Context: an optimization exercise on an open-source flow, tuned for a short achievable clock period and few clock cycles. The choices shown serve that exercise and are no tape-out recipe.
The RTL was checked by simulation tests, not by an equivalence proof against the original design.
Power is estimated from default activity; no workload was simulated.

[flow/run.sh]
#!/bin/bash
# synth_recipe.tcl (not shown) runs the flow's synth.tcl, then flattens the netlist and writes it again
# the make line also repeats each setting of config.mk as NAME=value (left out here)
make -C /OpenROAD-flow-scripts/flow DESIGN_CONFIG=/design/flow/config.mk WORK_HOME=/design/flow/orfs CLKGATE_MAP_FILE= SYNTH_SCRIPT=/design/flow/synth_recipe.tcl finish
[flow/config.mk]
export PLATFORM = sky130hd
export DESIGN_NAME = simdCore
export DESIGN_NICKNAME = simdCore
export VERILOG_FILES = /design/flow/design.v
export SDC_FILE = /design/flow/constraint.sdc
export NUM_CORES = 4
export LEC_CHECK = 0
export ABC_CLOCK_PERIOD_IN_PS = 2500
export CAP_MARGIN = 20
export CORE_MARGIN = 2
export CORE_UTILIZATION = 30
export PLACE_DENSITY = 0.5
export SETUP_SLACK_MARGIN = 5
export SLEW_MARGIN = 20
[flow/constraint.sdc]
create_clock -name core_clock -period 8.0 [get_ports {clk}]
set_input_delay 1.6000 -clock core_clock [delete_from_list [all_inputs] [get_ports {clk}]]
set_output_delay 1.6000 -clock core_clock [all_outputs]
set_load 0.01 [all_outputs]
[flow/design.v]
`timescale 1ns/1ns
`default_nettype none
package simdPkg;
    typedef enum logic [6-1:0] {
        opAddRegH = 6'd0, opAddRegO, opAddRegQ,
        opAddImmH = 6'd3, opAddImmO, opAddImmQ,
        opSubRegH = 6'd6, opSubRegO, opSubRegQ,
        opSubImmH = 6'd9, opSubImmO, opSubImmQ,
        opMulRegH = 6'd12, opMulRegO, opMulRegQ,
        opMulImmH = 6'd15, opMulImmO, opMulImmQ,
        opAndH = 6'd27, opAndO, opAndQ,
        opOrH = 6'd30, opOrO, opOrQ,
        opNotH = 6'd33, opNotO, opNotQ,
        opLoadH = 6'd38, opLoadO, opLoadQ,
        opStoreH = 6'd41, opStoreO, opStoreQ,
        opSetH = 6'd44, opSetO, opSetQ,
        opHalt = 6'd63
    } opcodeT;
    typedef enum logic [1:0] {laneH, laneO, laneQ} laneModeT;
    typedef enum logic [2:0] {aluAdd, aluSub, aluMul, aluAnd, aluOr, aluNot, aluSet} aluOpT;
    typedef enum logic [2:0] {classAlu, classLoad, classStore, classHalt, classNop} instrClassT;
    typedef enum logic [2:0] {
        stIdle, stFetch, stDecode, stExecute, stMemory, stWriteBack, stHalt
    } coreStateT;
    typedef logic [$clog2(4)-1:0] regIdxT;
    typedef struct packed {
        instrClassT instrClass;
        aluOpT aluOp;
        laneModeT mode;
        regIdxT srcA;
        regIdxT srcB;
        regIdxT dest;
        logic writesReg;
        logic useImm;                           
        logic [16-1:0] immValue;
    } decodedInstT;
    typedef struct packed {
        logic [10-1:0] addr;
        logic write;
        logic [16-1:0] wdata;
    } memReqT;
endpackage
`default_nettype wire
`timescale 1ns/1ns
`timescale 1ns/1ns
`timescale 1ns/1ns
`timescale 1ns/1ns
`timescale 1ns/1ns
`default_nettype none
module simdCore (
    input wire clk,
    input wire rst,
    input wire [18-1:0] instr,
    input wire ack,
    input wire [16-1:0] rdata,
    output logic [10-1:0] instrAddr,
    output logic req,
    output logic [10+16:0] memReq,
    output logic done
);
    localparam int QD = 4;                      
    localparam int QP = 2;                      
    localparam int DD = 4;                      
    function automatic logic [15:0] laneAdd(input logic [15:0] a, input logic [15:0] b,
                                            input logic sub, input logic [2:0] md);
        logic [15:0] bx;
        logic [19:0] x, y, s;
        logic cut8, cut4;
        cut8 = md[1] | md[2];
        cut4 = md[2];
        bx = b ^ {16{sub}};
        x = {a[15:12], cut4 ? sub : 1'b1, a[11:8], cut8 ? sub : 1'b1, a[7:4], cut4 ? sub : 1'b1, a[3:0], 1'b1};
        y = {bx[15:12], cut4 ? sub : 1'b0, bx[11:8], cut8 ? sub : 1'b0, bx[7:4], cut4 ? sub : 1'b0, bx[3:0], sub};
        s = x + y;
        laneAdd = {s[19:16], s[14:11], s[9:6], s[4:1]};
    endfunction
    function automatic logic [31:0] csa(input logic [15:0] x, input logic [15:0] y,
                                        input logic [15:0] z, input logic [15:0] kill);
        logic [15:0] s, c;
        s = x ^ y ^ z;
        c = {((x[14:0] & y[14:0]) | (x[14:0] & z[14:0]) | (y[14:0] & z[14:0])), 1'b0} & ~kill;
        csa = {s, c};
    endfunction
    logic [33:0] fl;
    logic fAdd, fSub, fMul, fAnd, fOr, fNot, fLoad, fStore, fHalt, fUseImm;
    logic [2:0] md;                             
    logic [2:0] aR0, aR2, aR3, bR3, dR0, dR2, dR3;
    logic [9:0] imm;
    logic [3:0] r0h, r2h, r3h;                  
    logic [15:0] immRep;
    logic [11:0] fASel, fBSel, fWSel;
    always_comb
    begin
        case (instr[17:12])
            6'd0: fl = 34'b1000000000001000001000001000001000;
            6'd1: fl = 34'b1000000000010000010000010000010000;
            6'd2: fl = 34'b1000000000100000100000100000100000;
            6'd3: fl = 34'b1000000001001001000000000001000000;
            6'd4: fl = 34'b1000000001010010000000000010000000;
            6'd5: fl = 34'b1000000001100100000000000100000000;
            6'd6: fl = 34'b0100000000001000001000001000001000;
            6'd7: fl = 34'b0100000000010000010000010000010000;
            6'd8: fl = 34'b0100000000100000100000100000100000;
            6'd9: fl = 34'b0100000001001001000000000001000000;
            6'd10: fl = 34'b0100000001010010000000000010000000;
            6'd11: fl = 34'b0100000001100100000000000100000000;
            6'd12: fl = 34'b0010000000001000001000001000001000;
            6'd13: fl = 34'b0010000000010000010000010000010000;
            6'd14: fl = 34'b0010000000100000100000100000100000;
            6'd15: fl = 34'b0010000001001001000000000001000000;
            6'd16: fl = 34'b0010000001010010000000000010000000;
            6'd17: fl = 34'b0010000001100100000000000100000000;
            6'd18: fl = 34'b0000000000001000000000000000000000;
            6'd19: fl = 34'b0000000000001000000000000000000000;
            6'd20: fl = 34'b0000000000001000000000000000000000;
            6'd21: fl = 34'b0000000000001000000000000000000000;
            6'd22: fl = 34'b0000000000001000000000000000000000;
            6'd23: fl = 34'b0000000000001000000000000000000000;
            6'd24: fl = 34'b0000000000001000000000000000000000;
            6'd25: fl = 34'b0000000000001000000000000000000000;
            6'd26: fl = 34'b0000000000001000000000000000000000;
            6'd27: fl = 34'b0001000000001000001000001000001000;
            6'd28: fl = 34'b0001000000010000010000010000010000;
            6'd29: fl = 34'b0001000000100000100000100000100000;
            6'd30: fl = 34'b0000100000001000001000001000001000;
            6'd31: fl = 34'b0000100000010000010000010000010000;
            6'd32: fl = 34'b0000100000100000100000100000100000;
            6'd33: fl = 34'b0000010000001000000001000000000001;
            6'd34: fl = 34'b0000010000010000000010000000000010;
            6'd35: fl = 34'b0000010000100000000100000000000100;
            6'd36: fl = 34'b0000000000001000000000000000000000;
            6'd37: fl = 34'b0000000000001000000000000000000000;
            6'd38: fl = 34'b0000001000001000000000000001000000;
            6'd39: fl = 34'b0000001000010000000000000010000000;
            6'd40: fl = 34'b0000001000100000000000000100000000;
            6'd41: fl = 34'b0000000100001001000000000000000000;
            6'd42: fl = 34'b0000000100010010000000000000000000;
            6'd43: fl = 34'b0000000100100100000000000000000000;
            6'd44: fl = 34'b1000000001001000000000000001000000;
            6'd45: fl = 34'b1000000001010000000000000010000000;
            6'd46: fl = 34'b1000000001100000000000000100000000;
            6'd47: fl = 34'b0000000000001000000000000000000000;
            6'd48: fl = 34'b0000000000001000000000000000000000;
            6'd49: fl = 34'b0000000000001000000000000000000000;
            6'd50: fl = 34'b0000000000001000000000000000000000;
            6'd51: fl = 34'b0000000000001000000000000000000000;
            6'd52: fl = 34'b0000000000001000000000000000000000;
            6'd53: fl = 34'b0000000000001000000000000000000000;
            6'd54: fl = 34'b0000000000001000000000000000000000;
            6'd55: fl = 34'b0000000000001000000000000000000000;
            6'd56: fl = 34'b0000000000001000000000000000000000;
            6'd57: fl = 34'b0000000000001000000000000000000000;
            6'd58: fl = 34'b0000000000001000000000000000000000;
            6'd59: fl = 34'b0000000000001000000000000000000000;
            6'd60: fl = 34'b0000000000001000000000000000000000;
            6'd61: fl = 34'b0000000000001000000000000000000000;
            6'd62: fl = 34'b0000000000001000000000000000000000;
            6'd63: fl = 34'b0000000010001000000000000000000000;
            default: fl = '0;
        endcase
    end
    assign {fAdd, fSub, fMul, fAnd, fOr, fNot, fLoad, fStore, fHalt, fUseImm} = fl[33:24];
    assign md = fl[23:21];
    assign {aR0, aR2, aR3, bR3, dR0, dR2, dR3} = fl[20:0];
    assign imm = instr[9:0];
    assign r0h = 4'b0001 << instr[11:10];
    assign r2h = 4'b0001 << instr[3:2];
    assign r3h = 4'b0001 << instr[1:0];
    always_comb
    begin
        for (int bk = 0; bk < 3; bk++)
        begin
            fASel[bk*4 +: 4] = ({4{aR0[bk]}} & r0h) | ({4{aR2[bk]}} & r2h) | ({4{aR3[bk]}} & r3h);
            fBSel[bk*4 +: 4] = {4{bR3[bk]}} & r3h;
            fWSel[bk*4 +: 4] = ({4{dR0[bk]}} & r0h) | ({4{dR2[bk]}} & r2h) | ({4{dR3[bk]}} & r3h);
        end
        immRep = ({16{md[0]}} & {6'd0, imm}) | ({16{md[1]}} & {2{imm[7:0]}}) | ({16{md[2]}} & {4{imm[3:0]}});
    end
    logic [10-1:0] pc;
    logic [2:0] rMd;
    logic rAdd, rSub, rMul, rAnd, rOr, rNot, rLoad, rStore, rHalt, rUseImm;
    logic [11:0] rASel, rBSel, rWSel, rTouch;
    logic [15:0] rImm;
    logic [9:0] rAddr;
    logic [2:0] eMd;
    logic eAdd, eSub, eMul, eAnd, eOr, eNot;
    logic [11:0] eWSel;
    logic [15:0] opA, opB;
    logic [15:0] opBH, opBO, opBQ;              
    logic [15:0] regs [0:11];
    logic [15:0] regNext [0:11];                
    logic [11:0] pending;                       
    logic [11:0] pendingNext;
    logic [11:0] busy;                          
    logic [11:0] written;                       
    logic m1Valid, m2Valid;
    logic [11:0] m1Dest, m2Dest;
    logic [2:0] m1Md, m2Md;
    logic [15:0] m1Kill;
    logic [15:0] m1Row [0:7];
    logic [15:0] m2S, m2C;
    logic [15:0] mulRes;
    logic [15:0] aluRes;
    logic hazR, conflict, wReady, rIssue, rDefer, advance, iW, iFire, iMem, iAlu, eAluWe;
    logic [DD-1:0] dV;                          
    logic [DD-1:0] slotNoPop, slotPop;
    logic [2:0] dMd [0:DD-1];
    logic [8:0] dOp [0:DD-1];                   
    logic [11:0] dASel [0:DD-1];
    logic [11:0] dBSel [0:DD-1];
    logic [11:0] dWSel [0:DD-1];
    logic [11:0] dTouch [0:DD-1];
    logic [15:0] dImm [0:DD-1];
    logic [9:0] dAddr [0:DD-1];
    logic [11:0] dTouchAll;
    logic dHasMem;
    logic [2:0] iMd;
    logic iAdd, iSub, iMul, iAnd, iOr, iNot, iLoad, iStore, iUseImm;
    logic [11:0] iASel, iBSel, iWSel;
    logic [15:0] iImm;
    logic [9:0] iAddr;
    logic qFull;
    logic wReadyR, wReadyN, headUseR, hStore, hMem;
    logic [11:0] hTouch, hASel, busyN, writtenN;
    logic [11:0] dTouchAllN;
    logic dHasMemN;
    logic [QP:0] qHead, qTail;
    logic [QD-1:0] qV;                          
    logic launch, portLoad, ldNow;
    logic [11:0] portDest;
    assign instrAddr = pc;
    logic qFullN, qEmpty;
    assign qEmpty = !qV[0];
    assign qFull = qV[QD-1];
    assign qFullN = (iMem && !launch) ? qV[QD-2] : (!iMem && launch) ? 1'b0 : qV[QD-1];
    always_comb
    begin
        dTouchAllN = rDefer ? rTouch : 12'd0;
        dHasMemN = rDefer && (rLoad || rStore);
        for (int i = 0; i < DD; i++)
        begin
            if (dV[i] && !(wReady && i == 0))
            begin
                dTouchAllN = dTouchAllN | dTouch[i];
                dHasMemN = dHasMemN | dOp[i][2] | dOp[i][1];
            end
        end
        for (int i = 0; i < DD; i++)
        begin
            slotNoPop[i] = !dV[i] && ((i == 0) || dV[(i + DD - 1) % DD]);
            slotPop[i] = dV[i] && ((i == DD - 1) || !dV[(i + 1) % DD]);
        end
    end
    assign hazR = |(rTouch & busy) || (rStore && |(rASel & written));
    assign wReady = wReadyR;
    assign conflict = |(rTouch & dTouchAll) || ((rLoad || rStore) && dHasMem);
    assign rIssue = !wReady && !hazR && !conflict && !((rLoad || rStore) && qFull) && !rHalt;
    assign rDefer = (hazR || conflict) && !rHalt && !dV[DD-1];
    assign advance = rIssue || rDefer;
    assign iW = wReady;
    assign iFire = wReady || rIssue;
    always_comb
    begin
        if (iW)
        begin
            iMd = dMd[0];
            {iAdd, iSub, iMul, iAnd, iOr, iNot, iLoad, iStore, iUseImm} = dOp[0];
            iASel = dASel[0]; iBSel = dBSel[0]; iWSel = dWSel[0];
            iImm = dImm[0]; iAddr = dAddr[0];
        end
        else
        begin
            iMd = rMd;
            {iAdd, iSub, iMul, iAnd, iOr, iNot, iLoad, iStore, iUseImm} = {rAdd, rSub, rMul, rAnd, rOr, rNot, rLoad, rStore, rUseImm};
            iASel = rASel; iBSel = rBSel; iWSel = rWSel;
            iImm = rImm; iAddr = rAddr;
        end
    end
    assign iMem = iFire && (iLoad || iStore);
    assign iAlu = iAdd || iSub || iAnd || iOr || iNot;
    assign headUseR = wReady ? !dV[1] : !dV[0];
    always_comb
    begin
        if (headUseR)
        begin
            hTouch = rTouch; hASel = rASel; hStore = rStore; hMem = rLoad || rStore;
        end
        else if (wReady)
        begin
            hTouch = dTouch[1]; hASel = dASel[1]; hStore = dOp[1][1]; hMem = dOp[1][2] || dOp[1][1];
        end
        else
        begin
            hTouch = dTouch[0]; hASel = dASel[0]; hStore = dOp[0][1]; hMem = dOp[0][2] || dOp[0][1];
        end
    end
    assign wReadyN = (rDefer || dV[1] || (dV[0] && !wReady))
                   && !(|(hTouch & busyN)) && !(hStore && |(hASel & writtenN))
                   && !(hMem && qFullN);
    always_ff @(posedge clk)
    begin
        if (rst)
        begin
            dV <= '0;
            wReadyR <= 1'b0;
            dTouchAll <= '0;
            dHasMem <= 1'b0;
        end
        else
        begin
            if (rDefer && !wReady)
                dV <= {dV[DD-2:0], 1'b1};
            else if (wReady && !rDefer)
                dV <= {1'b0, dV[DD-1:1]};
            wReadyR <= wReadyN;
            dTouchAll <= dTouchAllN;
            dHasMem <= dHasMemN;
        end
        for (int i = 0; i < DD; i++)
        begin
            if (rDefer && (wReady ? slotPop[i] : slotNoPop[i]))
            begin
                dMd[i] <= rMd;
                dOp[i] <= {rAdd, rSub, rMul, rAnd, rOr, rNot, rLoad, rStore, rUseImm};
                dASel[i] <= rASel; dBSel[i] <= rBSel; dWSel[i] <= rWSel; dTouch[i] <= rTouch;
                dImm[i] <= rImm; dAddr[i] <= rAddr;
            end
            else if (wReady && i < DD - 1)
            begin
                dMd[i] <= dMd[i+1];
                dOp[i] <= dOp[i+1];
                dASel[i] <= dASel[i+1]; dBSel[i] <= dBSel[i+1]; dWSel[i] <= dWSel[i+1]; dTouch[i] <= dTouch[i+1];
                dImm[i] <= dImm[i+1]; dAddr[i] <= dAddr[i+1];
            end
        end
    end
    always_ff @(posedge clk)
    begin
        if (rst)
        begin
            pc <= '0;
            rMd <= 3'b001;
            rAdd <= 1'b0; rSub <= 1'b0; rMul <= 1'b0; rAnd <= 1'b0; rOr <= 1'b0;
            rNot <= 1'b0; rLoad <= 1'b0; rStore <= 1'b0; rHalt <= 1'b0; rUseImm <= 1'b0;
            rASel <= '0; rBSel <= '0; rWSel <= '0; rTouch <= '0;
            rImm <= '0;
            rAddr <= '0;
        end
        else if (advance)
        begin
            pc <= pc + 1'b1;
            rMd <= md;
            rAdd <= fAdd; rSub <= fSub; rMul <= fMul; rAnd <= fAnd; rOr <= fOr;
            rNot <= fNot; rLoad <= fLoad; rStore <= fStore; rHalt <= fHalt; rUseImm <= fUseImm;
            rASel <= fASel;
            rBSel <= fBSel;
            rWSel <= fWSel;
            rTouch <= fASel | fBSel | fWSel;
            rImm <= immRep;
            rAddr <= imm;
        end
    end
    always_ff @(posedge clk)
    begin
        if (rst)
        begin
            pending <= '0;
            busy <= '0;
            written <= '0;
        end
        else
        begin
            pending <= pendingNext;
            busy <= busyN;
            written <= writtenN;
        end
    end
    assign busyN = pendingNext | ((iFire && iMul) ? iWSel : 12'd0) | (eMul ? eWSel : 12'd0);
    assign writtenN = ((iFire && iAlu) ? iWSel : 12'd0) | (m1Valid ? m1Dest : 12'd0);
    assign pendingNext = (pending & ~(ldNow ? portDest : 12'd0)) | ((iMem && iLoad) ? iWSel : 12'd0);
    logic [15:0] rdValA, rdValB, stData, valA, valB;
    logic [15:0] rdRA, rdRB, stR, rdWA, rdWB, stW;
    logic fwdA, fwdB;
    always_comb
    begin
        for (int i = 0; i < 12; i++)
            regNext[i] = (m2Valid && m2Dest[i]) ? mulRes : regs[i];
        rdRA = '0; rdRB = '0; stR = '0;
        rdWA = '0; rdWB = '0; stW = '0;
        for (int i = 0; i < 12; i++)
        begin
            rdRA = rdRA | (rASel[i] ? regNext[i] : 16'd0);
            rdRB = rdRB | (rBSel[i] ? regNext[i] : 16'd0);
            stR = stR | (rASel[i] ? regs[i] : 16'd0);
            rdWA = rdWA | (dASel[0][i] ? regNext[i] : 16'd0);
            rdWB = rdWB | (dBSel[0][i] ? regNext[i] : 16'd0);
            stW = stW | (dASel[0][i] ? regs[i] : 16'd0);
        end
        rdValA = iW ? rdWA : rdRA;
        rdValB = iW ? rdWB : rdRB;
        stData = iW ? stW : stR;
    end
    assign fwdA = eAluWe && (iW ? |(dASel[0] & eWSel) : |(rASel & eWSel));
    assign fwdB = eAluWe && (iW ? |(dBSel[0] & eWSel) : |(rBSel & eWSel));
    assign valA = fwdA ? aluRes : rdValA;
    assign valB = iUseImm ? iImm : fwdB ? aluRes : rdValB;
    always_ff @(posedge clk)
    begin
        if (rst)
        begin
            eAdd <= 1'b0; eSub <= 1'b0; eMul <= 1'b0; eAnd <= 1'b0; eOr <= 1'b0; eNot <= 1'b0;
        end
        else
        begin
            eAdd <= iFire && iAdd;
            eSub <= iFire && iSub;
            eMul <= iFire && iMul;
            eAnd <= iFire && iAnd;
            eOr <= iFire && iOr;
            eNot <= iFire && iNot;
        end
        eMd <= iMd;
        eWSel <= iWSel;
        opA <= valA;
        opB <= valB;
        opBH <= valB & {16{iMd[0]}};
        opBO <= valB & {16{iMd[1]}};
        opBQ <= valB & {16{iMd[2]}};
    end
    assign eAluWe = eAdd || eSub || eAnd || eOr || eNot;
    always_comb
    begin
        aluRes = ({16{eAdd || eSub}} & laneAdd(opA, opB, eSub, eMd))
               | ({16{eAnd}} & (opA & opB)) | ({16{eOr}} & (opA | opB)) | ({16{eNot}} & ~opA);
    end
    logic [15:0] killMask;
    logic [15:0] pp [0:15];
    logic [15:0] l1 [0:10];
    logic [15:0] l2 [0:7];
    logic [15:0] l3 [0:5];
    logic [15:0] l4 [0:3];
    logic [15:0] l5 [0:2];
    logic [15:0] l6 [0:1];
    logic bH, bO, bQ;
    assign killMask = eMd[1] ? 16'h0100 : eMd[2] ? 16'h1110 : 16'h0000;
    always_comb
    begin
        for (int j = 0; j < 16; j++)
        begin
            for (int k = 0; k < 16; k++)
            begin
                bH = (k >= j) ? opA[(k - j) & 15] : 1'b0;
                bO = ((k / 8) == (j / 8) && (k % 8) >= (j % 8)) ? opA[(k - (j % 8)) & 15] : 1'b0;
                bQ = ((k / 4) == (j / 4) && (k % 4) >= (j % 4)) ? opA[(k - (j % 4)) & 15] : 1'b0;
                pp[j][k] = (opBH[j] & bH) | (opBO[j] & bO) | (opBQ[j] & bQ);
            end
        end
        for (int g = 0; g < 5; g++)
            {l1[2*g], l1[2*g+1]} = csa(pp[3*g], pp[3*g+1], pp[3*g+2], killMask);
        l1[10] = pp[15];
        for (int g = 0; g < 3; g++)
            {l2[2*g], l2[2*g+1]} = csa(l1[3*g], l1[3*g+1], l1[3*g+2], killMask);
        l2[6] = l1[9];
        l2[7] = l1[10];
        for (int g = 0; g < 2; g++)
            {l3[2*g], l3[2*g+1]} = csa(m1Row[3*g], m1Row[3*g+1], m1Row[3*g+2], m1Kill);
        l3[4] = m1Row[6];
        l3[5] = m1Row[7];
        for (int g = 0; g < 2; g++)
            {l4[2*g], l4[2*g+1]} = csa(l3[3*g], l3[3*g+1], l3[3*g+2], m1Kill);
        {l5[0], l5[1]} = csa(l4[0], l4[1], l4[2], m1Kill);
        l5[2] = l4[3];
        {l6[0], l6[1]} = csa(l5[0], l5[1], l5[2], m1Kill);
    end
    assign mulRes = laneAdd(m2S, m2C, 1'b0, m2Md);
    always_ff @(posedge clk)
    begin
        if (rst)
        begin
            m1Valid <= 1'b0;
            m2Valid <= 1'b0;
        end
        else
        begin
            m1Valid <= eMul;
            m2Valid <= m1Valid;
        end
        m1Dest <= eWSel;
        m1Md <= eMd;
        m1Kill <= killMask;
        for (int i = 0; i < 8; i++)
            m1Row[i] <= l2[i];
        m2Dest <= m1Dest;
        m2Md <= m1Md;
        m2S <= l6[0];
        m2C <= l6[1];
    end
    always_ff @(posedge clk)
    begin
        for (int i = 0; i < 12; i++)
        begin
            if (rst)
                regs[i] <= '0;
            else if (eAluWe && eWSel[i])
                regs[i] <= aluRes;
            else if (ldNow && portDest[i])
                regs[i] <= rdata;
            else
                regs[i] <= regNext[i];
        end
    end
    logic [9:0] qAddr [0:QD-1];
    logic qWrite [0:QD-1];
    logic [15:0] qData [0:QD-1];
    logic [11:0] qDest [0:QD-1];
    assign launch = !req && !ack && (!qEmpty || iMem);
    assign ldNow = req && ack && portLoad;
    always_ff @(posedge clk)
    begin
        if (iMem)
        begin
            qAddr[qTail[QP-1:0]] <= iAddr;
            qWrite[qTail[QP-1:0]] <= iStore;
            qData[qTail[QP-1:0]] <= stData;
            qDest[qTail[QP-1:0]] <= iWSel;
        end
    end
    always_ff @(posedge clk)
    begin
        if (rst)
        begin
            qHead <= '0;
            qTail <= '0;
            qV <= '0;
            req <= 1'b0;
            done <= 1'b0;
        end
        else
        begin
            if (iMem)
                qTail <= qTail + 1'b1;
            if (iMem && !launch)
                qV <= {qV[QD-2:0], 1'b1};
            else if (launch && !iMem)
                qV <= {1'b0, qV[QD-1:1]};
            if (launch)
            begin
                qHead <= qHead + 1'b1;
                req <= 1'b1;
            end
            else if (req && ack)
                req <= 1'b0;
            if (rHalt && !dV[0] && qEmpty && (!req || ack))
                done <= 1'b1;
        end
    end
    always_ff @(posedge clk)
    begin
        if (launch)
        begin
            if (qEmpty)
            begin
                memReq <= {iAddr, iStore, stData};
                portLoad <= iLoad;
                portDest <= iWSel;
            end
            else
            begin
                memReq <= {qAddr[qHead[QP-1:0]], qWrite[qHead[QP-1:0]], qData[qHead[QP-1:0]]};
                portLoad <= !qWrite[qHead[QP-1:0]];
                portDest <= qDest[qHead[QP-1:0]];
            end
        end
    end
endmodule
`default_nettype wire
==> flow_summary.yaml, run 1 <==
synthesis:
  synth_top_area_cell: "edfxtp_1"
  synth_seq_cells: 1115
  synth-edff-count: 516
  netlist_instances: 6127
  ys_async_sr_fraction_pct: 0
  ys_top_cells_by_area: "edfxtp_1 (26%), dfxtp_1 (20%), mux2_2 (6.8%), nor2_1 (4.0%), a22oi_1 (3.9%)"
  ys_types: 106
  ys_seq_area_share_pct: 45.9
  synth_area_mm2: 0.0599
  ys.flop_type: "dfxtp_1"
  yosysWarnings: 19
  yosysTopAreaCellShare_pct: 25.9
  synth_fp_nets: 6314
  synth_area_per_cell_um2: 9.78
clock_tree:
  cts_buffer_depth: 3
  cts.sinks: 1115
  ctsHoldBuffers: 0
  htree_levels: 4
  cts_buffers: 135
  cts_tree: "done"
  clkLatencyLatePin_ns: 0.83
  cts_root_buf: "clkbuf_16"
  clkTransAtPathRegs_ns: 0.06
finish:
  final_nets: 6374
  layout.area.seq_mm2: 0.0276
  fill_cells: 19752
  multiInputGateArea_mm2: 0.0324
  area_delta_synth_final_pct: 22.8
  drive_gt1_share_pct: 24.4
setup_path:
  worstSetupPathType: "reg -> reg"
  cp.arrival_ns: 3.98
  end_kind: "register"
  reg2reg_slack_ns: 4.79
  rr_endpoint: "regs[8][14]"
  required_ns: 8.77
  startpoint_type: "register"
  reg2reg_depth: 10
  r2r-start: "eSub"
  cp_max_fo: 12
timing:
  period_share_pct: 40.1
  fin_ws_ns: 4.79
  hold_viol_final: 0
  finalClockSkew_ns: 0.0605
  tightest_slew_ns: 1.17
  setup_viol: 0
  slew-limit-headroom_pct: 19.8
  fin_crit_ns: 3.21
  max_clock_freq_mhz: 312
  fin_setup_tns_ns: 0
  drv_slew: 0
  hold_slack_ns: 0.325
  rsz0062_at_grt: "true"
min_path:
  hold_class: "reg -> reg"
  holdPathEnd: "m2Md[2]"
  min-delay-start: "m1Md[2]"
  hold_path_depth: 0
die:
  core_area_mm2: 0.199
  rows: 164
  fp.dieH_um: 451
  start_util_pct: 30.1
  boundaryPins: 76
  die_x_um: 451
  dieArea_mm2: 0.203
global_routing:
  grt_max_degree: 155
  grt_pass1_wl_um: 415000
  grt_pass1_vias: 52496
  grt_usage_pct: 28.5
  antenna_found_initial: 15
  grt.overflow.total: 0
pwr:
  total_power_uw: 26300
  vdd_drop_max_mv: 0.183
  p_leak_uw: 0.0261
  power_density_mw_per_mm2: 358
routing:
  vias: 56333
  drt_first_iter_violations: 9864
  antenna_left: 0
  wirelength_um: 303000
  dr.pass1.iters: 13
  vias_per_cell: 6.28
  wl_per_cell_um: 33.8
  drc: 0
place:
  pre_cts_ws_ns: 3.18
  dp.final_hpwl_um: 174000
  gp_congestion: 0.984
  port_buffers: 75
run:
  drv_cap: 0
run_status:
  status: "timing/DRC/antenna clean"
[timing repair]
action	4_1_cts	5_1_grt
endpoints found under the hold margin	0	0
buffers inserted	127	71
pin swaps	80	130
resized for setup	552	271
setup endpoints to repair	1231	640
cloned	31	8
[cells by family after synthesis]
family,count (synthesis),synth area share (%)
fa+ha+maj,150,4.17
xor+xnor,68,1.01
buf+inv,701,4.62
compound gates,1619,19.6
mux,484,9.66
simple gates,1990,15.1
flops,1115,45.9
[power breakdown]
| group | switching, uW | leakage (uW) | internal, uW | total (uW) |
|---|---|---|---|---|
| registers | 1460 | 0.00968 | 7730 | 9200 |
| clock network | 2710 | 0.00221 | 3630 | 6340 |
| logic | 7200 | 0.0142 | 3600 | 10800 |
[cells in the final DEF (no fill, tap or decap), types with 37 or more instances in the layout]
master | synthesis | layout
a22oi_1 | 310 | 296
and2_1 | 108 | 92
buf_4 | 2 | 266
o21ai_0 | 146 | 118
a31oi_1 | 91 | 69
nand2b_1 | 41 | 40
a222oi_1 | 105 | 105
ha_1 | 67 | 45
buf_12 | 0 | 59
and3_1 | 50 | 46
mux2i_1 | 78 | 72
o211ai_1 | 73 | 73
nand3_1 | 201 | 195
fa_1 | 83 | 83
dfxtp_1 | 599 | 532
mux4_2 | 39 | 39
clkbuf_16 | 0 | 144
clkbuf_1 | 442 | 38
a22o_1 | 82 | 81
a21oi_1 | 312 | 280
dfxtp_2 | 0 | 56
edfxtp_1 | 516 | 516
mux2_2 | 363 | 345
a221oi_1 | 90 | 84
nor2_1 | 639 | 620
nand4_1 | 51 | 51
inv_1 | 140 | 132
nand2_1 | 592 | 545
buf_2 | 67 | 37
nor3_1 | 159 | 149
a211oi_1 | 91 | 69
[Yosys cell counts (24+ instances only)]
cell type  count
nor2_1       639
dfxtp_1      599
nand2_1      592
edfxtp_1     516
clkbuf_1     442
mux2_2       363
a21oi_1      312
a22oi_1      310
nand3_1      201
nor3_1       159
o21ai_0      146
inv_1        140
and2_1       108
a222oi_1     105
a211oi_1      91
a31oi_1       91
a221oi_1      90
fa_1          83
a22o_1        82
mux2i_1       78
o211ai_1      73
buf_2         67
ha_1          67
nand4_1       51
and3_1        50
nor2b_1       43
buf_1         41
nand2b_1      41
mux4_2        39
o21a_1        39
xnor2_1       36
o22ai_1       31
xor2_1        31
o31ai_1       26
a2111oi_0     24
[worst max-delay path by stage]
stage / start / to / slack, ns / depth (start not counted)
after floorplan: ack / wReadyR / 4.77 / 10
after global placement: ack / wReadyR / 3.16 / 10
after detailed placement: ack / wReadyR / 3.18 / 10
after CTS: memReq[25] / memReq[25] / 4.91 / 1
after global routing: eSub / opBO[8] / 4.80 / 13
final: eSub / regs[8][14] / 4.79 / 10
[worst max-delay path, stage by stage (launching register included)]
cell and delay, ns:
dfxtp_4 0.38, buf_4 0.16, buf_16 0.12, or2_4 0.27, or4_4 0.58, buf_4 0.24, nand2_1 0.80, o21ai_0 0.22
a21oi_1 0.22, a31oi_2 0.05, nor2_1 0.10
[sequential cells by signal (all words and copies together), names as in the netlist, 16 cells and up, named ones only]
signal / flops
dASel: 48
dAddr: 40
dBSel: 48
dImm: 64
dOp: 36
dTouch: 48
dWSel: 48
m1Row: 63
m2S: 16
memReq: 27
opA: 16
opB: 16
opBH: 16
opBO: 16
opBQ: 16
qAddr: 40
qData: 64
qDest: 48
rImm: 16
regs: 192
[per-layer routing]
layer,track usage [%],up-vias,wire length (um)
met2,40.4,4341,123000
li1,-,23100,-
met4,18.7,16,24800
met5,0,-,264
met1,36.2,27555,117000
met3,10.4,1321,38000
[cell type report]
cell class | count | share of cell area (%)
multi-input cells | 4324 | 44.0
flip-flops and latches | 1115 | 37.5
repair buffers | 469 | 6.97
clock buffers | 202 | 5.36
well taps | 2656 | 4.51
clock inverters | 47 | 0.846
inverters | 142 | 0.766
diodes | 10 | 0.0340
[metrics by stage]
stage	util, %	cell area [um^2]	instances
after global placement	32.0	63700	8467
after global routing	37.0	73600	8956
after CTS	35.9	71600	8874
final	37.0	73600	8965
after floorplan	-	60600	6127
after detailed placement	32.0	63700	8467
Testbench counts, summed over its fixed seeds: cycles 11,135.
==> run 2: changes to the inputs <==
--- a/flow/design.v
+++ b/flow/design.v
@@ -295,7 +295,14 @@
         end
     end
+    logic hOld, hIssue, portIdle;
+    assign portIdle = !req && !ack;
+    assign hOld = |(hTouch & ((pending & ~portDest) | (eMul ? eWSel : 12'd0)))
+               || (hStore && m1Valid && |(hASel & m1Dest))
+               || (hMem && !portIdle && qV[QD-1]);
+    assign hIssue = ((iMul || iLoad) && |(hTouch & iWSel)) || (hStore && iAlu && |(hASel & iWSel))
+                 || (hMem && (iLoad || iStore) && !portIdle && qV[QD-2]);
     assign wReadyN = (rDefer || dV[1] || (dV[0] && !wReady))
-                   && !(|(hTouch & busyN)) && !(hStore && |(hASel & writtenN))
-                   && !(hMem && qFullN);
+                   && !hOld && !(!ldNow && |(hTouch & pending & portDest))
+                   && !(iFire && hIssue);
     always_ff @(posedge clk)
     begin
--- a/flow/config.mk
+++ b/flow/config.mk
@@ -7,8 +7,10 @@
 export LEC_CHECK = 0
 export ABC_CLOCK_PERIOD_IN_PS = 2500
-export CAP_MARGIN = 20
+export CAP_MARGIN = 30
+export CELL_PAD_IN_SITES_DETAIL_PLACEMENT = 1
+export CELL_PAD_IN_SITES_GLOBAL_PLACEMENT = 2
 export CORE_MARGIN = 2
 export CORE_UTILIZATION = 30
 export PLACE_DENSITY = 0.5
 export SETUP_SLACK_MARGIN = 5
-export SLEW_MARGIN = 20
+export SLEW_MARGIN = 30
==> run 2 against run 1 <==
  * Final cell count rose by 3.6%
  * Hold slack got worse by 0.0072 ns
  * Maximum frequency fell by 5.4%
  * Via count rose by 3.2%
  * Non-clock buffer count rose by 221
  * Flip-flop and latch count did not move
  * Area after synthesis fell by 0.99%
==> flow_summary.yaml, run 2 <==
die:
  die_x_um: 449
  boundaryPins: 76
  core_area_mm2: 0.197
  start_util_pct: 30.1
  dieArea_mm2: 0.201
  rows: 163
  fp.dieH_um: 449
timing:
  max_clock_freq_mhz: 295
  hold_viol_final: 0
  slew-limit-headroom_pct: 18.2
  setup_viol: 0
  fin_crit_ns: 3.39
  period_share_pct: 42.4
  rsz0062_at_grt: "true"
  finalClockSkew_ns: 0.0406
  fin_setup_tns_ns: 0
  tightest_slew_ns: 1.23
  drv_slew: 0
  fin_ws_ns: 4.61
synthesis:
  yosysTopAreaCellShare_pct: 26.1
  ys.flop_type: "dfxtp_1"
  synth-edff-count: 516
  synth_area_per_cell_um2: 9.56
  synth_fp_nets: 6392
  yosysWarnings: 19
  ys_types: 99
  synth_area_mm2: 0.0593
  synthTopCellsByCount: "nand2_1 (735), nor2_1 (668), dfxtp_1 (599)"
  synth_top_area_cell: "edfxtp_1"
  synth_seq_cells: 1115
  ys_async_sr_fraction_pct: 0
  netlist_instances: 6206
  ys_top_cells_by_area: "edfxtp_1 (26%), dfxtp_1 (20%), mux2_2 (6.0%), nand2_1 (4.6%), nor2_1 (4.2%)"
  yosysMostFrequentCell: "nand2_1"
  ys_seq_area_share_pct: 46.3
pwr:
  sequentialPowerShare_pct: 28.9
  p_clk_share_pct: 21.7
  power_frac_comb_pct: 49.4
  switching_share_pct: 45.9
  p_leak_uw: 0.0290
  p_sw_uw: 14600
  power_density_mw_per_mm2: 399
  total_power_uw: 31800
  power.internal_uw: 17200
  vdd_drop_max_mv: 0.226
setup_path:
  reg2reg_slack_ns: 4.61
  worstSetupPathType: "reg -> reg"
  worst-path-buf-inv: 1
  end_kind: "register"
  cp_max_fo: 19
  cp.arrival_ns: 4.17
  cpPeakStageDelay_ns: 0.80
  crit_slowest_cell: "a31oi_1"
  reg2reg_depth: 9
  cp_top_family: "compound AO/OA/AOI/OAI gates"
  startpoint_type: "register"
  cp.depth: 9
  r2r-start: "rBSel[5]"
  rr_endpoint: "opBQ[14]"
  required_ns: 8.78
  crit_chain: "buf_4 -> nand2_1 -> a31oi_1 -> nor4_4 -> o211ai_1 -> nor4_1 -> o22ai_1 -> a31o_4 -> and2_4"
routing:
  wl_per_cell_um: 40.5
  wirelength_um: 376000
  dr.pass1.iters: 10
  drt_first_iter_violations: 7323
  drc: 0
  vias: 58110
  vias_per_cell: 6.26
  antenna_left: 0
global_routing:
  grt_pass1_wl_um: 488000
  grt_usage_pct: 34.4
  grt_pass1_vias: 56630
  grt_max_degree: 137
  antenna_found_initial: 18
  grt.overflow.total: 0
clock_tree:
  cts_buffers: 142
  cts_buffer_depth: 3
  htree_levels: 4
  cts_root_buf: "clkbuf_16"
  cts_tree: "done"
  cts.sinks: 1115
  clkTransAtPathRegs_ns: 0.07
  clkLatencyLatePin_ns: 0.86
finish:
  largest_reg_flops: 192
  final_cell_mix: "nand2_1 (634), nor2_1 (577), dfxtp_1 (536)"
  drive_gt1_share_pct: 30.4
  fill_cells: 21219
  postLayoutCoreUtil_pct: 40.5
  mostFrequentLayoutCell: "nand2_1"
  top_register: "regs"
  area_delta_synth_final_pct: 34.3
  final_nets: 6701
min_path:
  min-delay-start: "m1Md[1]"
  hold_path_depth: 0
  holdPathEnd: "m2Md[1]"
  hold_class: "reg -> reg"
run:
  drv_cap: 0
place:
  port_buffers: 75
  dp.final_hpwl_um: 217000
  pre_cts_ws_ns: 3.01
  gp_congestion: 0.925
run_status:
  status: "timing/DRC/antenna clean"
run 2: cell count changes in the layout (fill, tap and decap cells not counted), moves of 23 or more:
cell / previous run / this run
nand2_4: 16 / 49
nor2_1: 620 / 577
o21ai_2: 5 / 32
nor3_1: 149 / 172
nor2_4: 12 / 67
a21oi_1: 280 / 210
buf_12: 59 / 106
clkbuf_16: 144 / 197
buf_6: 30 / 99
a211oi_1: 69 / 31
mux2_2: 345 / 282
a21oi_2: 25 / 101
buf_16: 8 / 42
nand2_1: 545 / 634
run 2: area by class of cell:
class | count | area [um^2] | area share, %
Antenna cell | 12 | 30.0 | 0.0377
Clock buffer | 188 | 3950 | 4.96
Clock inverter | 74 | 980 | 1.23
Inverter | 136 | 522 | 0.655
Multi-Input combinational cell | 4430 | 34200 | 42.9
Sequential cell | 1115 | 27600 | 34.6
Tap cell | 2640 | 3300 | 4.14
Timing Repair Buffer | 690 | 9160 | 11.5
run 2: per-stage QoR:
| stage | instances | hold WS, ns | instance area [um^2] |
|---|---|---|---|
| floorplan | 6206 | 0.310 | 59700 |
| global placement | 8572 | 0.314 | 63300 |
| detailed placement | 8576 | 0.314 | 63400 |
| CTS | 9078 | 0.317 | 74200 |
| global route | 9277 | 0.331 | 79700 |
| finish | 9285 | 0.318 | 79700 |
run 2: power groups by stage:
stage / Sequential (uW) / Clock [uW] / Combinational (uW)
finish: 9210 / 6900 / 15700
detailed placement: 9340 / 0 / 10500
global route: 9310 / 7240 / 16000
global placement: 9320 / 0 / 10400
CTS: 9150 / 7020 / 12800
floorplan: 8420 / 0 / 5640
run 2: kinds of logic after synthesis:
kind of cell             share of synthesized area, %
buffers and inverters                            4.48
adder cells (fa/ha/maj)                          4.19
XOR/XNOR                                         1.10
AO/OA/AOI/OAI                                    19.4
flip-flops                                       46.3
AND/OR/NAND/NOR                                  15.9
multiplexers                                     8.56
run 2: what timing repair did:
action,in CTS,in global routing
setup buffers,194,101
resized for setup,898,655
setup endpoints to repair,1229,1002
cloned,46,94
hold endpoints to repair,0,0
hold buffers,0,0
pin swaps,144,195
run 2: metal layers:
metal  track usage [%]  part of all wire (%)  wire length (um)  vias to the layer above
li1                  -                     -                 -                    23789
met1              45.0                    41            155000                    30112
met2              52.0                    44            164000                     3166
met3              8.47                   8.4             31800                     1039
met4              19.0                   6.9             25800                        4
met5                 0                0.0059                22                        -
run 2: how the worst max path moves through the flow:
| stage | slack (ns) | end | from |
|---|---|---|---|
| 3_5_place_dp | 3.01 | regs[3][8] | ack |
| 2_1_floorplan | 4.64 | rTouch[8] | instr[12] |
| 5_1_grt | 4.49 | opBO[11] | eSub |
| 6_report | 4.61 | opBQ[14] | rBSel[5] |
| 3_3_place_gp | 2.40 | opBQ[4] | m2Valid |
| 4_1_cts | 4.63 | opBO[15] | eSub |
Testbench counts of run 2, summed over its fixed seeds: cycles 11,135.
==> run 3: changes to the inputs <==
--- a/flow/design.v
+++ b/flow/design.v
@@ -411,5 +411,5 @@
     assign fwdB = eAluWe && (iW ? |(dBSel[0] & eWSel) : |(rBSel & eWSel));
     assign valA = fwdA ? aluRes : rdValA;
-    assign valB = iUseImm ? iImm : fwdB ? aluRes : rdValB;
+    assign valB = fwdB ? aluRes : iUseImm ? iImm : rdValB;
     always_ff @(posedge clk)
     begin
--- a/flow/config.mk
+++ b/flow/config.mk
@@ -11,6 +11,6 @@
 export CELL_PAD_IN_SITES_GLOBAL_PLACEMENT = 2
 export CORE_MARGIN = 2
-export CORE_UTILIZATION = 30
-export PLACE_DENSITY = 0.5
+export CORE_UTILIZATION = 40
+export PLACE_DENSITY = 0.6
 export SETUP_SLACK_MARGIN = 5
 export SLEW_MARGIN = 30
==> run 3 against run 2 <==
  * Still clean
  * Worst setup slack got worse by 0.14 ns
  * Flip-flop and latch count did not move
  * Sequential power fell by 4.6%
==> flow_summary.yaml, run 3 <==
die:
  dieArea_mm2: 0.153
  rows: 142
  boundaryPins: 76
  die_x_um: 391
  core_area_mm2: 0.149
  start_util_pct: 40.2
  fp.dieH_um: 391
routing:
  drc: 0
  dr.pass1.iters: 10
  vias: 58035
  vias_per_cell: 6.91
  antenna_left: 0
  drt_first_iter_violations: 8040
  wirelength_um: 325000
  wl_per_cell_um: 38.7
synthesis:
  yosysMostFrequentCell: "nand2_1"
  ys_types: 99
  ys.flop_type: "dfxtp_1"
  synth_area_per_cell_um2: 9.61
  synth_top_family_by_area: "compound AO/OA/AOI/OAI gates"
  muxShareOfSynthArea_pct: 8.50
  synth_seq_cells: 1115
  synth-xor-area-share_pct: 0.979
  netlist_instances: 6236
  ys_top_cells_by_area: "edfxtp_1 (26%), dfxtp_1 (20%), mux2_2 (5.9%), nand2_1 (4.3%), nor2_1 (4.0%)"
  synth-edff-count: 516
  yosysWarnings: 19
  ys_async_sr_fraction_pct: 0
  synth_fp_nets: 6422
  synth_adder_area_share_pct: 4.15
  yosysTopAreaCellShare_pct: 25.8
  ys_seq_area_share_pct: 45.8
  synthTopCellsByCount: "nand2_1 (684), nor2_1 (642), dfxtp_1 (599)"
  synth_top_area_cell: "edfxtp_1"
  synth-simple-area-share_pct: 15.9
  synth-compound-area-share_pct: 19.9
  synth_area_mm2: 0.0600
timing:
  max_clock_freq_mhz: 283
  setup_viol: 0
  finalClockSkew_ns: 0.0458
  rsz0062_at_grt: "true"
  fin_ws_ns: 4.47
  tightest_slew_ns: 1.30
  fin_setup_tns_ns: 0
  slew-limit-headroom_pct: 12.6
  drv_slew: 0
  hold_viol_final: 0
  fin_crit_ns: 3.53
  hold_slack_ns: 0.330
  period_share_pct: 44.2
finish:
  top_register: "regs"
  area_delta_synth_final_pct: 23.9
  final_cell_mix: "nand2_1 (634), nor2_1 (622), dfxtp_1 (537)"
  final_nets: 6514
  final_area_mm2: 0.0743
  drive_gt1_share_pct: 25.8
  fin_cells: 8393
  largest_reg_flops: 192
  mostFrequentLayoutCell: "nand2_1"
clock_tree:
  htree_levels: 4
  cts_root_buf: "clkbuf_16"
  ctsHoldBuffers: 0
  cts_tree: "done"
  cts_buffer_depth: 3
  clkLatencyLatePin_ns: 0.82
  cts.sinks: 1115
  clkTransAtPathRegs_ns: 0.06
  cts_buffers: 135
setup_path:
  startpoint_type: "register"
  worstSetupPathType: "reg -> reg"
  cp_max_fo: 5
  end_kind: "register"
  required_ns: 8.70
  cp.arrival_ns: 4.23
pwr:
  p_leak_uw: 0.0270
  vdd_drop_max_mv: 0.287
  power_density_mw_per_mm2: 362
global_routing:
  grt.overflow.total: 0
  grt_max_degree: 105
  grt_usage_pct: 41.2
  grt_pass1_wl_um: 448000
  grt_pass1_vias: 56652
  antenna_found_initial: 15
min_path:
  hold_class: "reg -> reg"
place:
  dpl_cell_area_mm2: 0.0630
  dp_cells: 7864
  gp_congestion: 0.959
  dp.final_hpwl_um: 190000
  port_buffers: 75
  pre_cts_ws_ns: 3.25
run_status:
  status: "timing/DRC/antenna clean"
run:
  drv_cap: 0
[run 3: changes by cell type after synthesis, sizes merged, moves of 25 or more]
cell,delta
buf,+31
o211ai,-33
a211oi,+33
nand2,-51
nand3,-55
nor2,-25
[run 3: critical path: stages, from the launching register on]
cell      delay (ns)
dfxtp_4         0.44
buf_12          0.19
buf_4           0.16
nand2_4         0.11
buf_12          0.20
buf_4           0.14
mux2_4          0.33
a222oi_1        0.28
and3_1          0.21
nand4_1         0.59
a31oi_2         0.47
a21oi_2         0.13
and2_1          0.17
[run 3: layout make-up]
class	count	area (um^2)
Tap cell	1944	2430
Timing Repair Buffer	517	5740
Clock inverter	73	1050
Multi-Input combinational cell	4419	33300
Antenna cell	11	27.5
Clock buffer	174	3590
Sequential cell	1115	27600
Fill cell	15976	74900
Inverter	140	574
[run 3: path summary, 6_finish.rpt]
path | start | endpoint | slack (ns) | cells after the start
worst min-delay path | m1Md[2] | m2Md[2] | 0.33 | 0
worst max register to register | m2Valid | opBQ[4] | 4.47 | 12
worst min register to register | m1Md[2] | m2Md[2] | 0.33 | 0
worst max-delay path | m2Valid | opBQ[4] | 4.47 | 12
[run 3: kinds of logic after synthesis]
kind of cell / count (synthesis)
flops: 1115
buf+inv: 713
mux: 421
compound gates: 1665
simple gates: 2106
fa+ha+maj: 149
xor+xnor: 67
[run 3: timing repair]
| item | 4_1_cts | 5_1_grt |
|---|---|---|
| pin swaps | 96 | 147 |
| endpoints found under the hold margin | 0 | 0 |
| endpoints found under the setup margin | 1213 | 646 |
| gates resized for setup | 641 | 409 |
| gates cloned | 28 | 8 |
| buffers inserted | 117 | 116 |
[run 3: stage by stage]
stage	total power, uW	util, %
after floorplan	13400	-
after global placement	17700	42.1
after detailed placement	17900	42.2
after CTS	25500	47.7
after global routing	27500	49.8
final	26900	49.8
[run 3: report_power, final]
part,leakage (uW),internal [uW],switching [uW]
Clock,0.00222,3700,2780
Sequential,0.00968,7530,1260
Combinational,0.0151,3680,7960
Total,0.0270,14900,12000
[run 3: routing by layer]
layer  wire length, um  track usage [%]  vias to the layer above
li1                  -                -                    23478
met2            137000             59.8                     3937
met4             27000             27.1                       10
met5               153            0.351                        -
met1            125000             52.4                    29269
met3             35900             13.3                     1341
Testbench counts of run 3, summed over its fixed seeds: cycles 11,135.
==> run 4: changes to the inputs <==
--- a/flow/design.v
+++ b/flow/design.v
@@ -193,5 +193,8 @@
     logic [11:0] pendingNext;
     logic [11:0] busy;                          
-    logic [11:0] written;                       
+    logic [11:0] writtenE;                      
+    logic wbValid;
+    logic [11:0] wbDest;
+    logic [15:0] wbData;
     logic m1Valid, m2Valid;
     logic [11:0] m1Dest, m2Dest;
@@ -222,5 +225,5 @@
     logic qFull;
     logic wReadyR, wReadyN, headUseR, hStore, hMem;
-    logic [11:0] hTouch, hASel, busyN, writtenN;
+    logic [11:0] hTouch, hASel, hBSel, busyN;
     logic [11:0] dTouchAllN;
     logic dHasMemN;
@@ -252,5 +255,5 @@
         end
     end
-    assign hazR = |(rTouch & busy) || (rStore && |(rASel & written));
+    assign hazR = |(rTouch & busy) || |((rASel | rBSel) & writtenE);
     assign wReady = wReadyR;
     assign conflict = |(rTouch & dTouchAll) || ((rLoad || rStore) && dHasMem);
@@ -284,13 +287,13 @@
         if (headUseR)
         begin
-            hTouch = rTouch; hASel = rASel; hStore = rStore; hMem = rLoad || rStore;
+            hTouch = rTouch; hASel = rASel; hBSel = rBSel; hStore = rStore; hMem = rLoad || rStore;
         end
         else if (wReady)
         begin
-            hTouch = dTouch[1]; hASel = dASel[1]; hStore = dOp[1][1]; hMem = dOp[1][2] || dOp[1][1];
+            hTouch = dTouch[1]; hASel = dASel[1]; hBSel = dBSel[1]; hStore = dOp[1][1]; hMem = dOp[1][2] || dOp[1][1];
         end
         else
         begin
-            hTouch = dTouch[0]; hASel = dASel[0]; hStore = dOp[0][1]; hMem = dOp[0][2] || dOp[0][1];
+            hTouch = dTouch[0]; hASel = dASel[0]; hBSel = dBSel[0]; hStore = dOp[0][1]; hMem = dOp[0][2] || dOp[0][1];
         end
     end
@@ -298,7 +301,6 @@
     assign portIdle = !req && !ack;
     assign hOld = |(hTouch & ((pending & ~portDest) | (eMul ? eWSel : 12'd0)))
-               || (hStore && m1Valid && |(hASel & m1Dest))
                || (hMem && !portIdle && qV[QD-1]);
-    assign hIssue = ((iMul || iLoad) && |(hTouch & iWSel)) || (hStore && iAlu && |(hASel & iWSel))
+    assign hIssue = ((iMul || iLoad) && |(hTouch & iWSel)) || (iAlu && |((hASel | hBSel) & iWSel))
                  || (hMem && (iLoad || iStore) && !portIdle && qV[QD-2]);
     assign wReadyN = (rDefer || dV[1] || (dV[0] && !wReady))
@@ -374,5 +376,5 @@
             pending <= '0;
             busy <= '0;
-            written <= '0;
+            writtenE <= '0;
         end
         else
@@ -380,36 +382,30 @@
             pending <= pendingNext;
             busy <= busyN;
-            written <= writtenN;
+            writtenE <= (iFire && iAlu) ? iWSel : 12'd0;
         end
     end
     assign busyN = pendingNext | ((iFire && iMul) ? iWSel : 12'd0) | (eMul ? eWSel : 12'd0);
-    assign writtenN = ((iFire && iAlu) ? iWSel : 12'd0) | (m1Valid ? m1Dest : 12'd0);
     assign pendingNext = (pending & ~(ldNow ? portDest : 12'd0)) | ((iMem && iLoad) ? iWSel : 12'd0);
     logic [15:0] rdValA, rdValB, stData, valA, valB;
-    logic [15:0] rdRA, rdRB, stR, rdWA, rdWB, stW;
-    logic fwdA, fwdB;
+    logic [15:0] rdRA, rdRB, rdWA, rdWB;
     always_comb
     begin
         for (int i = 0; i < 12; i++)
-            regNext[i] = (m2Valid && m2Dest[i]) ? mulRes : regs[i];
-        rdRA = '0; rdRB = '0; stR = '0;
-        rdWA = '0; rdWB = '0; stW = '0;
+            regNext[i] = (wbValid && wbDest[i]) ? wbData : (m2Valid && m2Dest[i]) ? mulRes : regs[i];
+        rdRA = '0; rdRB = '0;
+        rdWA = '0; rdWB = '0;
         for (int i = 0; i < 12; i++)
         begin
             rdRA = rdRA | (rASel[i] ? regNext[i] : 16'd0);
             rdRB = rdRB | (rBSel[i] ? regNext[i] : 16'd0);
-            stR = stR | (rASel[i] ? regs[i] : 16'd0);
             rdWA = rdWA | (dASel[0][i] ? regNext[i] : 16'd0);
             rdWB = rdWB | (dBSel[0][i] ? regNext[i] : 16'd0);
-            stW = stW | (dASel[0][i] ? regs[i] : 16'd0);
         end
         rdValA = iW ? rdWA : rdRA;
         rdValB = iW ? rdWB : rdRB;
-        stData = iW ? stW : stR;
+        stData = rdValA;
     end
-    assign fwdA = eAluWe && (iW ? |(dASel[0] & eWSel) : |(rASel & eWSel));
-    assign fwdB = eAluWe && (iW ? |(dBSel[0] & eWSel) : |(rBSel & eWSel));
-    assign valA = fwdA ? aluRes : rdValA;
-    assign valB = fwdB ? aluRes : iUseImm ? iImm : rdValB;
+    assign valA = rdValA;
+    assign valB = iUseImm ? iImm : rdValB;
     always_ff @(posedge clk)
     begin
@@ -509,6 +505,4 @@
             if (rst)
                 regs[i] <= '0;
-            else if (eAluWe && eWSel[i])
-                regs[i] <= aluRes;
             else if (ldNow && portDest[i])
                 regs[i] <= rdata;
@@ -517,4 +511,13 @@
         end
     end
+    always_ff @(posedge clk)
+    begin
+        if (rst)
+            wbValid <= 1'b0;
+        else
+            wbValid <= eAluWe;
+        wbDest <= eWSel;
+        wbData <= aluRes;
+    end
     logic [9:0] qAddr [0:QD-1];
     logic qWrite [0:QD-1];
==> flow/config.mk (replaced) <==
export PLATFORM = sky130hd
export DESIGN_NAME = simdCore
export DESIGN_NICKNAME = simdCore
export VERILOG_FILES = /design/flow/design.v
export SDC_FILE = /design/flow/constraint.sdc
export NUM_CORES = 4
export LEC_CHECK = 0
export ABC_CLOCK_PERIOD_IN_PS = 2500
export CAP_MARGIN = 20
export CORE_MARGIN = 2
export CORE_UTILIZATION = 30
export PLACE_DENSITY = 0.5
export SETUP_SLACK_MARGIN = 5
export SLEW_MARGIN = 20
==> run 4 against run 3 <==
  * First-iteration DRC count is 6.2% higher
  * Area after synthesis is 5.1% lower
  * Maximum frequency is 5.8% higher
  * Synthesized cell count is 4.5% lower
  * Power is 0.76% higher
  * Critical endpoint is now memReq[10]
  * Largest power group unchanged
  * Sequential power is 7.3% higher
  * Clock-buffer cell count is 4 higher
  * Register-to-register slack better by 0.19 ns
==> flow_summary.yaml, run 4 <==
run_status:
  status: "timing/DRC/antenna clean"
setup_path:
  end_kind: "register"
  worstSetupPathType: "reg -> reg"
  cpPeakStageDelay_ns: 0.45
  cp_top_family: "simple AND/OR/NAND/NOR gates"
  required_ns: 8.56
  cp_max_fo: 16
  cp.arrival_ns: 3.90
  worst-path-buf-inv: 2
  startpoint_type: "register"
  crit_slowest_cell: "or4_4"
  cp.depth: 11
  crit_chain: "buf_12 -> nand2_4 -> nor2_2 -> a221o_1 -> nor3_2 -> a31oi_4 -> or4_4 -> a221oi_4 -> a21oi_4 -> buf_6 -> mux2_2"
  reg2reg_depth: 11
place:
  port_buffers: 75
  dp_cells: 8247
  dp.final_hpwl_um: 179000
  pre_cts_ws_ns: 3.18
  gp_congestion: 1.10
  dpl_cell_area_mm2: 0.0609
die:
  start_util_pct: 30.2
  core_area_mm2: 0.188
  boundaryPins: 76
  dieArea_mm2: 0.193
  die_x_um: 440
  rows: 159
  fp.dieH_um: 440
synthesis:
  yosysWarnings: 19
  ys_seq_area_share_pct: 48.7
  ys.flop_type: "dfxtp_1"
  synth_area_per_cell_um2: 9.56
  ys_top_cells_by_area: "edfxtp_1 (27%), dfxtp_1 (22%), nand2_1 (7.1%), mux2_2 (4.0%), nor2_1 (3.4%)"
  netlist_instances: 5954
  synth_fp_nets: 6140
  yosysTopAreaCellShare_pct: 26.6
  synth_seq_cells: 1132
  synthTopCellsByCount: "nand2_1 (1,073), dfxtp_1 (628), nor2_1 (513)"
  synth-edff-count: 504
  ys_async_sr_fraction_pct: 0
  synth_area_mm2: 0.0569
  synth_top_area_cell: "edfxtp_1"
  yosysMostFrequentCell: "nand2_1"
  ys_types: 90
routing:
  wirelength_um: 292000
  wl_per_cell_um: 33.4
  drc: 0
  vias_per_cell: 6.07
  drt_first_iter_violations: 8540
  dr.pass1.iters: 15
  antenna_left: 0
  vias: 53109
finish:
  mostFrequentLayoutCell: "nand2_1"
  final_area_mm2: 0.0715
  largest_reg_flops: 192
  fill_cells: 18655
  top_register: "regs"
  area_delta_synth_final_pct: 25.6
  drive_gt1_share_pct: 23.2
  final_nets: 6322
  final_cell_mix: "nand2_1 (1,046), dfxtp_1 (556), edfxtp_1 (504)"
  fin_cells: 8752
timing:
  drv_slew: 0
  rsz0062_at_grt: "true"
  finalClockSkew_ns: 0.0308
  fin_setup_tns_ns: 0
  max_clock_freq_mhz: 299
  tightest_slew_ns: 1.17
  fin_ws_ns: 4.66
  fin_crit_ns: 3.34
  period_share_pct: 41.7
  hold_viol_final: 0
  setup_viol: 0
  slew-limit-headroom_pct: 20.2
clock_tree:
  cts.sinks: 1132
  htree_levels: 4
  cts_buffers: 136
  cts_tree: "done"
  clkTransAtPathRegs_ns: 0.06
  cts_root_buf: "clkbuf_16"
  cts_buffer_depth: 3
  clkLatencyLatePin_ns: 0.81
pwr:
  p_leak_uw: 0.0258
  vdd_drop_max_mv: 0.247
  power_density_mw_per_mm2: 379
  total_power_uw: 27100
min_path:
  hold_path_depth: 0
  hold_class: "reg -> reg"
global_routing:
  grt_pass1_wl_um: 388000
  grt_max_degree: 182
  grt_pass1_vias: 48917
  antenna_found_initial: 17
  grt_usage_pct: 28.4
  grt.overflow.total: 0
run:
  drv_cap: 0
==> run 4: changes by cell type in the layout (fill, tap and decap cells not counted), moves of 43 or more <==
| cell | delta |
|---|---|
| a31oi_1 | +49 |
| nor2_1 | -149 |
| a21oi_2 | -81 |
| nand2_1 | +412 |
| mux2_2 | -96 |
| a21oi_1 | +97 |
| nor3_1 | -103 |
| o21a_1 | -43 |
| a22oi_1 | -78 |
==> run 4: cell type report <==
cell class / count / area, um^2 / area share, %
well taps: 2495 / 3120 / 4.37
clock buffers: 178 / 3780 / 5.30
repair buffers: 529 / 5680 / 7.94
clock inverters: 73 / 843 / 1.18
inverters: 162 / 649 / 0.909
diodes: 8 / 20.0 / 0.0280
flip-flops and latches: 1132 / 27800 / 38.9
multi-input cells: 4175 / 29600 / 41.3
==> run 4: cell families after synthesis <==
group | after synthesis | synth area share (%)
fa+ha+maj | 149 | 4.37
simple gates | 2112 | 15.8
compound gates | 1481 | 18.0
flops | 1132 | 48.7
xor+xnor | 73 | 1.14
mux | 350 | 7.46
buf+inv | 657 | 4.53
==> run 4: what timing repair did <==
| action | 4_1_cts | 5_1_grt |
|---|---|---|
| resized for setup | 647 | 314 |
| endpoints found under the setup margin | 1156 | 646 |
| hold buffers | 0 | 0 |
| gates cloned | 15 | 23 |
| pin swaps | 90 | 100 |
| buffers inserted | 101 | 107 |
==> run 4: through the flow <==
stage	util [%]	hold slack, ns
2_1_floorplan	-	0.310
5_1_grt	38.0	0.336
4_1_cts	36.4	0.332
3_5_place_dp	32.3	0.319
6_report	38.0	0.330
3_3_place_gp	32.3	0.316
==> run 4: path summary, 6_finish.rpt <==
kind	endpoint	slack, ns	startpoint
min reg2reg	m2S[2]	0.33	m1Row[0][2]
min	m2S[2]	0.33	m1Row[0][2]
max	memReq[10]	4.66	m2Valid
max reg2reg	memReq[10]	4.66	m2Valid
==> run 4: worst reg2reg max path: stages, from the launching register on <==
cell and delay [ns]:
dfxtp_4 0.36, buf_12 0.15, nand2_4 0.35, nor2_2 0.23, a221o_1 0.40, nor3_2 0.24, a31oi_4 0.17, or4_4 0.45
a221oi_4 0.23, a21oi_4 0.10, buf_6 0.15, mux2_2 0.25
==> run 4: metal layers <==
layer / track usage [%] / up-vias / wire, um
li1: - / 22098 / -
met1: 36.4 / 26113 / 113000
met2: 40.2 / 3779 / 118000
met3: 10.4 / 1105 / 37200
met4: 18.0 / 14 / 23900
met5: 0.273 / - / 305
==> run 4: where the power goes <==
| group | switching (uW) | internal [uW] | leakage (uW) |
|---|---|---|---|
| combinational | 7370 | 3880 | 0.0138 |
| sequential | 1560 | 7870 | 0.00982 |
| clock | 2680 | 3760 | 0.00224 |
| total | 11600 | 15500 | 0.0258 |
Testbench counts of run 4, summed over its fixed seeds: cycles 11,316.
==> run 5: changes to the inputs <==
--- a/flow/design.v
+++ b/flow/design.v
@@ -255,5 +255,7 @@
         end
     end
-    assign hazR = |(rTouch & busy) || |((rASel | rBSel) & writtenE);
+    logic [11:0] lateW;
+    assign lateW = (wbValid ? wbDest : 12'd0) | (m2Valid ? m2Dest : 12'd0);
+    assign hazR = |(rTouch & busy) || |((rASel | rBSel) & writtenE) || (rStore && |(rASel & lateW));
     assign wReady = wReadyR;
     assign conflict = |(rTouch & dTouchAll) || ((rLoad || rStore) && dHasMem);
@@ -301,4 +303,5 @@
     assign portIdle = !req && !ack;
     assign hOld = |(hTouch & ((pending & ~portDest) | (eMul ? eWSel : 12'd0)))
+               || (hStore && |(hASel & ((eAluWe ? eWSel : 12'd0) | (m1Valid ? m1Dest : 12'd0))))
                || (hMem && !portIdle && qV[QD-1]);
     assign hIssue = ((iMul || iLoad) && |(hTouch & iWSel)) || (iAlu && |((hASel | hBSel) & iWSel))
@@ -388,21 +391,23 @@
     assign pendingNext = (pending & ~(ldNow ? portDest : 12'd0)) | ((iMem && iLoad) ? iWSel : 12'd0);
     logic [15:0] rdValA, rdValB, stData, valA, valB;
-    logic [15:0] rdRA, rdRB, rdWA, rdWB;
+    logic [15:0] rdRA, rdRB, rdWA, rdWB, stR, stW;
     always_comb
     begin
         for (int i = 0; i < 12; i++)
             regNext[i] = (wbValid && wbDest[i]) ? wbData : (m2Valid && m2Dest[i]) ? mulRes : regs[i];
-        rdRA = '0; rdRB = '0;
-        rdWA = '0; rdWB = '0;
+        rdRA = '0; rdRB = '0; stR = '0;
+        rdWA = '0; rdWB = '0; stW = '0;
         for (int i = 0; i < 12; i++)
         begin
             rdRA = rdRA | (rASel[i] ? regNext[i] : 16'd0);
             rdRB = rdRB | (rBSel[i] ? regNext[i] : 16'd0);
+            stR = stR | (rASel[i] ? regs[i] : 16'd0);
             rdWA = rdWA | (dASel[0][i] ? regNext[i] : 16'd0);
             rdWB = rdWB | (dBSel[0][i] ? regNext[i] : 16'd0);
+            stW = stW | (dASel[0][i] ? regs[i] : 16'd0);
         end
         rdValA = iW ? rdWA : rdRA;
         rdValB = iW ? rdWB : rdRB;
-        stData = rdValA;
+        stData = iW ? stW : stR;
     end
     assign valA = rdValA;
==> run 5 against run 4 <==
  * Now fails the layout checks on max-capacitance violations, max-slew violations
  * Wire length is 3.9% higher
  * Final area is 5.5% higher
  * Register-to-register slack worse by 0.03 ns
  * Hold slack worse by 0.031 ns
  * Power is 4.1% higher
  * Core utilization is 0.82 points higher
  * Critical path depth is 1 higher
  * Critical endpoint is now dMd[2][2]
  * Largest cell class unchanged
==> flow_summary.yaml, run 5 <==
synthesis:
  yosysTopAreaCellShare_pct: 25.9
  netlist_instances: 6148
  yosysWarnings: 19
  synth_seq_cells: 1132
  synthTopCellsByCount: "nand2_1 (1,004), dfxtp_1 (628), nor2_1 (530)"
  ys.flop_type: "dfxtp_1"
  ys_async_sr_fraction_pct: 0
  ys_types: 88
  ys_seq_area_share_pct: 47.4
timing:
  drv_slew: 16
  period_share_pct: 42.2
  max_clock_freq_mhz: 297
  finalClockSkew_ns: 0.0648
  hold_viol_final: 0
  fin_setup_tns_ns: 0
routing:
  vias: 57248
  dr.pass1.iters: 12
  wirelength_um: 304000
  antenna_left: 0
  drc: 0
  wl_per_cell_um: 33.6
die:
  fp.dieH_um: 446
  dieArea_mm2: 0.199
  start_util_pct: 30.1
  boundaryPins: 76
setup_path:
  cp.arrival_ns: 3.93
  crit_slowest_cell: "or4_4"
  cp_max_fo: 25
  cp_top_family: "simple AND/OR/NAND/NOR gates"
  end_kind: "register"
run:
  drv_cap: 1
pwr:
  power_density_mw_per_mm2: 375
  switching_share_pct: 43.8
  vdd_drop_max_mv: 0.235
  p_leak_uw: 0.0268
  p_sw_uw: 12400
clock_tree:
  cts_buffer_depth: 3
  cts.sinks: 1132
  htree_levels: 4
  clkTransAtPathRegs_ns: 0.07
  clkLatencyLatePin_ns: 0.87
global_routing:
  grt_max_degree: 142
  grt_busiest_layer: "met2"
  grt_pass1_wl_um: 414000
finish:
  final_nets: 6550
  area_delta_synth_final_pct: 28.9
  fill_cells: 18843
run_status:
  so.violations: "max-capacitance violations, max-slew violations"
  status: "finished with violations"
run 5: cell count changes after synthesis, moves of 16 or more:
cell	previous run	this run
a221oi_1	76	92
a222oi_1	76	121
a22o_1	56	81
a22oi_1	241	328
clkbuf_1	398	431
nand2_1	1073	1004
nor2_1	513	530
nor3_1	98	120
o211ai_1	44	13
o21ai_0	168	222
run 5: worst paths after layout:
kind / cells after the start / slack [ns] / to / from
max reg2reg: 12 / 4.63 / dMd[2][2] / m2Valid
min: 0 / 0.30 / m2Md[1] / m1Md[1]
max: 12 / 4.63 / dMd[2][2] / m2Valid
min reg2reg: 0 / 0.30 / m2Md[1] / m1Md[1]
run 5: timing repair:
| action | in CTS | in global routing |
|---|---|---|
| endpoints found under the setup margin | 1099 | 1038 |
| pin swaps | 105 | 186 |
| cloned | 87 | 34 |
| gates resized for setup | 732 | 509 |
| buffers inserted | 154 | 103 |
| hold buffers | 0 | 0 |
| hold endpoints to repair | 0 | 0 |
run 5: power by group through the flow:
stage	registers, uW	logic, uW	clock network [uW]
2_1_floorplan	8260	4970	0
3_3_place_gp	9200	7970	0
3_5_place_dp	9220	8020	0
4_1_cts	9110	10700	6470
5_1_grt	9350	12700	6690
6_report	9300	12500	6400
run 5: final cells by class:
cell class,count,area (um^2),area share [%]
multi-input cells,4372,32200,42.6
flip-flops and latches,1132,27800,36.9
repair buffers,554,6980,9.26
clock buffers,172,3620,4.80
well taps,2542,3180,4.22
clock inverters,70,967,1.28
inverters,173,684,0.907
diodes,8,20.0,0.0265
run 5: cells by family (layout without fill, tap and decap cells):
kind of cell / count (synthesis) / count (layout) / share of synthesized area (%)
AND/OR/NAND/NOR: 2083 / 2125 / 15.3
AO/OA/AOI/OAI: 1643 / 1652 / 19.6
flip-flops: 1132 / 1132 / 47.4
buffers and inverters: 696 / 969 / 4.65
multiplexers: 375 / 375 / 7.72
adder cells (fa/ha/maj): 149 / 149 / 4.25
XOR/XNOR: 70 / 71 / 1.05
other: 0 / 8 / 0
run 5: per-layer routing:
layer  share of wire, %  wire, um
met1                 39    118000
met2                 40    122000
met3                 13     40400
met4                7.6     23200
met5              0.074       226
run 5: through the flow:
| stage | instances | worst slack (ns) | cell area [um^2] | power (uW) |
|---|---|---|---|---|
| floorplan | 6148 | 4.53 | 58900 | 13200 |
| global placement | 8395 | 3.30 | 61900 | 17200 |
| detailed placement | 8395 | 3.20 | 61900 | 17200 |
| CTS | 8878 | 4.80 | 71700 | 26300 |
| global route | 9017 | 4.61 | 75400 | 28700 |
| finish | 9023 | 4.63 | 75400 | 28200 |
Testbench counts of run 5, summed over its fixed seeds: cycles 11,345.

Re-timed with assumed drivers on the ports (clkbuf_16 on the clock, buf_2 on other inputs), run 5 has 4.628 ns of setup slack against 4.628 ns with ideal ports, and 3.851 ns once port delays also move by the mid clock arrival of 0.923 ns.
